What follows belongs to an exercise in optimizing a design on an open flow for small area; a production flow would make more cautious choices.
The RTL was checked by simulation tests, not by an equivalence proof against the original design.
Power and IR drop assume default switching activity.

**flow/design.v**
```verilog
`timescale 1ns/1ps
package mat_cfg_pkg;
    localparam int MAT_N  = 4;
    localparam int IDX_W  = 2;
    localparam int ADDR_W = 4;
    localparam int OPND_W = 8;
    localparam int ACC_W  = 20;
    typedef logic signed [OPND_W-1:0] operand_t;
    typedef logic signed [ACC_W-1:0]  acc_t;
    typedef logic [MAT_N*OPND_W-1:0] opnd_row_t;
    typedef logic [MAT_N*ACC_W-1:0] acc_row_t;
endpackage
`timescale 1ns/1ps
package mat_ctrl_pkg;
    typedef enum logic [1:0] {
        OP_NOP    = 2'd0,
        OP_LOAD_A = 2'd1,
        OP_LOAD_B = 2'd2,
        OP_START  = 2'd3
    } host_op_e;
    typedef enum logic [1:0] {
        EX_IDLE,
        EX_MAC,
        EX_STORE
    } exec_state_e;
endpackage
`timescale 1ns/1ps
`timescale 1ns/1ps
`timescale 1ns/1ps
`timescale 1ns/1ps
`timescale 1ns/1ps
module mat_engine_top (
    input  logic        clk,
    input  logic        rst_n,
    input  logic        cmd_valid,
    input  logic [1:0]  cmd_op,
    input  logic [3:0]  cmd_addr,
    input  logic [7:0]  cmd_data,
    input  logic [3:0]  rd_addr,
    output logic [19:0] rd_data,
    output logic        busy,
    output logic        done
);
    localparam int CW = 17;
    logic       act;       
    logic [7:0] step;      
    logic [3:0] ph;        
    logic       clr;       
    logic       last;
    logic       take;
    logic       start;
    assign last  = (step == 8'd191);
    assign take  = cmd_valid && (!act || last);
    assign start = take && (cmd_op == 2'd3);
    always_ff @(posedge clk or negedge rst_n) begin
        if (!rst_n) begin
            act  <= 1'b0;
            busy <= 1'b0;
            done <= 1'b0;
            step <= '0;
            ph   <= '0;
            clr  <= 1'b1;
        end else begin
            clr  <= 1'b0;
            ph   <= ph + 1'b1;
            busy <= act && !last;
            if (start) begin
                act  <= 1'b1;
                step <= '0;
                done <= 1'b0;
            end else if (act) begin
                step <= step + 1'b1;
                if (last) begin
                    act  <= 1'b0;
                    done <= 1'b1;
                end
            end
        end
    end
    logic [7:0] mat_a [16];
    logic [7:0] mat_b [16];
    logic [7:0] wd;
    assign wd = clr ? 8'd0 : cmd_data;
    always_ff @(posedge clk) begin
        for (int i = 0; i < 16; i++) begin
            if (clr || (take && cmd_op == 2'd1 && cmd_addr == 4'(i))) mat_a[i] <= wd;
            if (clr || (take && cmd_op == 2'd2 && cmd_addr == 4'(i))) mat_b[i] <= wd;
        end
    end
    logic [1:0]        k;
    logic [1:0]        slc;
    logic signed [7:0] a_op;
    logic [7:0]        b_op;
    logic signed [3:0] sv;
    logic signed [11:0] prod;
    logic [CW-1:0]     ring [16];
    logic [CW-1:0]     base;
    logic [CW-1:0]     nxt;
    assign k    = step[5:4];
    assign slc  = step[7:6];
    assign a_op = mat_a[{ph[3:2], k}];
    assign b_op = mat_b[{k, ph[1:0]}];
    always_comb begin
        case (slc)
            2'd0:    sv = {b_op[7], b_op[7], b_op[7], b_op[6]};
            2'd1:    sv = {1'b0, b_op[5:3]};
            default: sv = {1'b0, b_op[2:0]};
        endcase
    end
    assign prod = a_op * sv;
    always_comb begin
        if (k != 2'd0)       base = ring[0];
        else if (slc != 2'd0) base = {ring[0][CW-4:0], 3'b000};
        else                 base = '0;
    end
    assign nxt = base + CW'(prod);
    always_ff @(posedge clk) begin
        for (int i = 0; i < 15; i++) ring[i] <= ring[i+1];
        ring[15] <= act ? nxt : ring[0];
    end
    logic [3:0]    rpos;
    logic [CW-1:0] rv;
    assign rpos = rd_addr - ph;
    assign rv   = ring[rpos];
    assign rd_data = {{3{rv[CW-1] & (|rv[CW-2:0])}}, rv};
endmodule
```
**flow/run.sh**
```bash
#!/bin/bash
# synth_recipe.tcl (not shown) runs the flow's synth.tcl, then flattens the netlist and writes it again
# the make line also repeats each setting of config.mk as NAME=value (left out here)
make -C /OpenROAD-flow-scripts/flow DESIGN_CONFIG=/design/flow/config.mk WORK_HOME=/design/flow/orfs CLKGATE_MAP_FILE= SYNTH_SCRIPT=/design/flow/synth_recipe.tcl finish
```
**flow/config.mk**
```make
export PLATFORM = sky130hd
export DESIGN_NAME = mat_engine_top
export DESIGN_NICKNAME = mat_engine_top
export VERILOG_FILES = /design/flow/design.v
export SDC_FILE = /design/flow/constraint.sdc
export NUM_CORES = 4
export LEC_CHECK = 0
export CAP_MARGIN = 20
export CORE_MARGIN = 2
export CORE_UTILIZATION = 60
export PLACE_DENSITY = 0.75
export SLEW_MARGIN = 20
```
**flow/constraint.sdc**
```tcl
create_clock -name core_clock -period 10.0 [get_ports {clk}]
set_input_delay 2.0000 -clock core_clock [delete_from_list [all_inputs] [get_ports {clk}]]
set_output_delay 2.0000 -clock core_clock [all_outputs]
set_load 0.01 [all_outputs]
```
==> run summary <==
* Multi-input logic area at 6780 µm²
* Bufs on Longest Clock Path at 3
* Initial DRC count at approximately 1500
* WS Path Type: in -> out
* Fmax at 110 MHz
* Hold_sp: ring[9][8]$_DFF_P_
* Required time of the worst setup path at 8.00 ns
* Worst reg2reg endpoint: ring[15][16]$_DFF_P_
* Pint at roughly 4.6 mW
* Post-synthesis area per instance at 13.1 µm²
* Final ANT Viol Nets at 0
* Min Tclk post-route at 9.07 ns
* Status: timing/DRC/antenna clean
* Unrepaired setup endpoints after global routing: no
* Most frequent cells in the layout: 272 x dfxtp_1, 256 x edfxtp_1, 103 x nand2_1
* Final WL at 53200 µm
* Starting Density at 61.3%
* Period Utilization, post-route at 90.7%
* Cts hold-fix bufs at 0
* I/O Pins at 43
* Die H at 190 µm
* Setup Buffers After CTS at 0
* Cell mode on critical path: inv_1
* Startpoint Class: input port
* # clock sinks at roughly 540
* Sequential fraction of the synthesis area at approximately two thirds
* Synth Register Bits at 544
* Setup TNS at 0 ns
* Max stage delay cell, worst path: fa_1
* Vias post-DR at 13700
* Non-filler instance count after layout at 2118
* Gr usage total at 29.9%
* Utilization after layout at 69.5%
* Largest net degree at the start of global routing at 49
* Total CTS buffers at 51
* Cell Chain, Critical Path: clkdlybuf4s50_1 -> inv_1 -> ha_1 -> inv_1 -> fa_1 -> inv_1 -> nand2_1 -> nor3_2 -> buf_4 -> a222oi_1 -> nand3_1 -> o22a_1 -> nor4_1 -> nand3_1 -> o31a_1 -> clkdlybuf4s50_1
* Worst clock skew at about 0.015 ns
* Most common cell after layout, fill and taps aside: dfxtp_1
* Worst slew pin tran at 1.20 ns
* Post_cts resized at 0
* Peak VDD IR at 0.000215 V
* CP max FO at 15
* Post-DP HPWL at 35000 µm
* Die Width at between 150 and 200 µm
* Rel. slew slack at 19.3%
* Seq pwr share at 53.3%
* Fin nets at ~1700
* Clock slew at reported path FFs at about 0.070 ns
* FF/Latch Area at between 10000 and 15000 µm²
* Avg WL per Cell at roughly 25 µm
* Switching share of power at 28.0%
* Share of power burned in the clock network at 31.0%
* Leak pwr at slightly above 9 nW
* Initial antenna violation count at 0
* Total grt overflow at 0
* Cells after Synth at 1579
* Fillers at 2317
* Core Region at 33700 µm²
* Routability cong. at slightly below 0.9
* Hold Path Stages at 0
* PwrDens at 271 nW/µm²
* Die Area at 35900 µm²
* Layout cells sized above 1 at 11.8%
* Cells on worst reg2reg path at 31
* Top_reg_cell synth: dfxtp_1
* Hold Violations, Final at 0
* FF-to-FF Start: ph[1]$_DFF_PN0_
* CTS tree: done
* Synthesized area at 20700 µm²
* First-pass GRT wire length at between 80000 and 90000 µm
* WP data arrival at between 7 and 8 ns
* Max Cap Violations at 0
* Antenna cell count at 0
* Logic gate share of total power at 15.8%
* 1st-pass router iterations at 5
* NetSw at 1.77 mW
* Critical path's largest stage delay at 0.94 ns
* # DRC at 0
* Row cnt at 67
* Reg2reg setup slack at 1.30 ns
* Cell family with most CP delay: buffers and inverters
* Final Setup Violations at 0
* Post-DR vias/cell at 6.45
* Hold Path Class: reg -> reg
* Worst path bufs/invs at 6
* Fraction of registers with async set/reset at under 10%
* Synth unique cells at 81
* Yosys warning total at 4
* Worst setup EP type: output pin
* CTS root buffer: clkbuf_16
* Syn nets at between 1500 and 2000
* Max-slew violations at 0
* Worst Hold End: ring[8][8]$_DFF_P_
* Syn-to-layout area delta at 13.4%
* Design Power at between 6 and 7 mW
* Cell Count Post-Placement at 2023
* Vias in the first global route at 13600
* Buffers on Ports at 42
* Htree depth at 2
* Post-synth EDFFs at 256
* Clock latency (worst-skew pair) at 0.59 ns
==> synth_stat cells (all sizes together) (9+ instances only) <==
cell	instances	area, µm²
buf	35	173
nand4	12	75.1
and3	10	62.6
clkbuf	49	184
a22oi	65	488
nand2	103	387
nor2b	23	144
o21bai	19	143
dfxtp	272	5450
fa	20	400
a22o	31	272
a221oi	29	267
nor2	89	334
a21oi	76	380
xnor2	25	219
ha	42	526
edfxtp	256	7690
o21ai	40	200
a222oi	20	200
nor3	27	135
dfrtp	15	375
a21o	23	173
xor2	13	114
nand3	40	200
inv	30	113
mux2i	22	220
a31oi	17	106
mux2	25	282
nand2b	11	68.8
o22a	9	78.8
==> stage by stage <==
| step | area (µm²) | hold WS, ns | setup slack, ns |
|---|---|---|---|
| final | 23400 | 0.344 | 0.933 |
| after CTS | 23400 | 0.346 | 0.968 |
| after detailed placement | 21700 | 0.335 | 1.06 |
| after floorplan | 20700 | 0.326 | 2.38 |
| after global routing | 23400 | 0.351 | 0.682 |
| after global placement | 21700 | 0.331 | 1.14 |
==> sequential cells by signal, summed over array words and instances, names as in the netlist <==
| name | count |
|---|---|
| ph | 4 |
| done | 1 |
| clr | 1 |
| act | 1 |
| ring | 272 |
| busy | 1 |
| step | 8 |
| mat_a | 128 |
| mat_b | 128 |
==> how the worst max path moves through the flow <==
stage                               start                    to  slack, ns  cells past startpoint
after floorplan           ph[1]$_DFF_PN0_  ring[15][16]$_DFF_P_       2.38                     34
after global placement         rd_addr[0]           rd_data[19]       1.14                     16
after detailed placement       rd_addr[0]           rd_data[18]       1.06                     16
after CTS                      rd_addr[0]           rd_data[19]       0.97                     15
after global routing      ph[1]$_DFF_PN0_  ring[15][16]$_DFF_P_       0.68                     32
final                          rd_addr[0]           rd_data[19]       0.93                     16
==> logic make-up (layout without fill, tap and decap cells) <==
kind of cell / Yosys count / in the layout / synth area share (%)
flops: 544 / 544 / 65.5
other cells: 1 / 1 / 0.0182
buf+inv: 115 / 206 / 2.29
simple gates: 352 / 352 / 8.10
xor+xnor: 39 / 39 / 1.73
fa+ha+maj: 62 / 62 / 4.48
compound gates: 412 / 412 / 14.7
mux: 54 / 54 / 3.19
==> power groups by stage <==
stage	combinational (mW)	clock (mW)	sequential (mW)
after detailed placement	0.980	0	3.39
after global routing	1.09	2.07	3.42
after CTS	0.990	1.98	3.36
after floorplan	0.707	0	3.19
final	1.00	1.96	3.38
after global placement	0.962	0	3.38
==> cell type report <==
class | count | share of cell area (%)
multi-input cells | 920 | 28.9
clock inverters | 30 | 1.27
clock buffers | 64 | 6.05
flip-flops and latches | 544 | 57.8
repair buffers | 81 | 3.05
inverters | 31 | 0.497
well taps | 448 | 2.39
==> per-layer routing <==
| layer | share of wire (%) | GRT usage, % | up-vias |
|---|---|---|---|
| met4 | 5.1 | 16.0 | 0 |
| li1 | - | - | 6096 |
| met1 | 40 | 39.1 | 6709 |
| met3 | 8.0 | 5.85 | 151 |
| met2 | 47 | 47.6 | 707 |
| met5 | 0 | 0 | - |

[static timing again, ports no longer ideal]
The results above use ideal ports. As a check the final layout listed here was re-extracted and re-timed, cells and wires unchanged. Step 1: set_driving_cell puts a clkbuf_16 on clk and a buf_2 on each other input, an assumption about the parent block. Step 2 also shifts input and output timing later by t, the mid clock arrival at the registers, as if the neighbouring blocks saw the same clock. a / b / c = ideal / step 1 / step 2; a / b = the first two.
t, ns: 0.633
setup WS [ns]: 0.933 / 0.911 / 0.911
worst slew at a driven data input, ns: 0.04
After both steps this run still meets setup and hold. For this run, drivers alone change the setup slack by -0.022 ns; drivers and shift together by -0.022 ns.
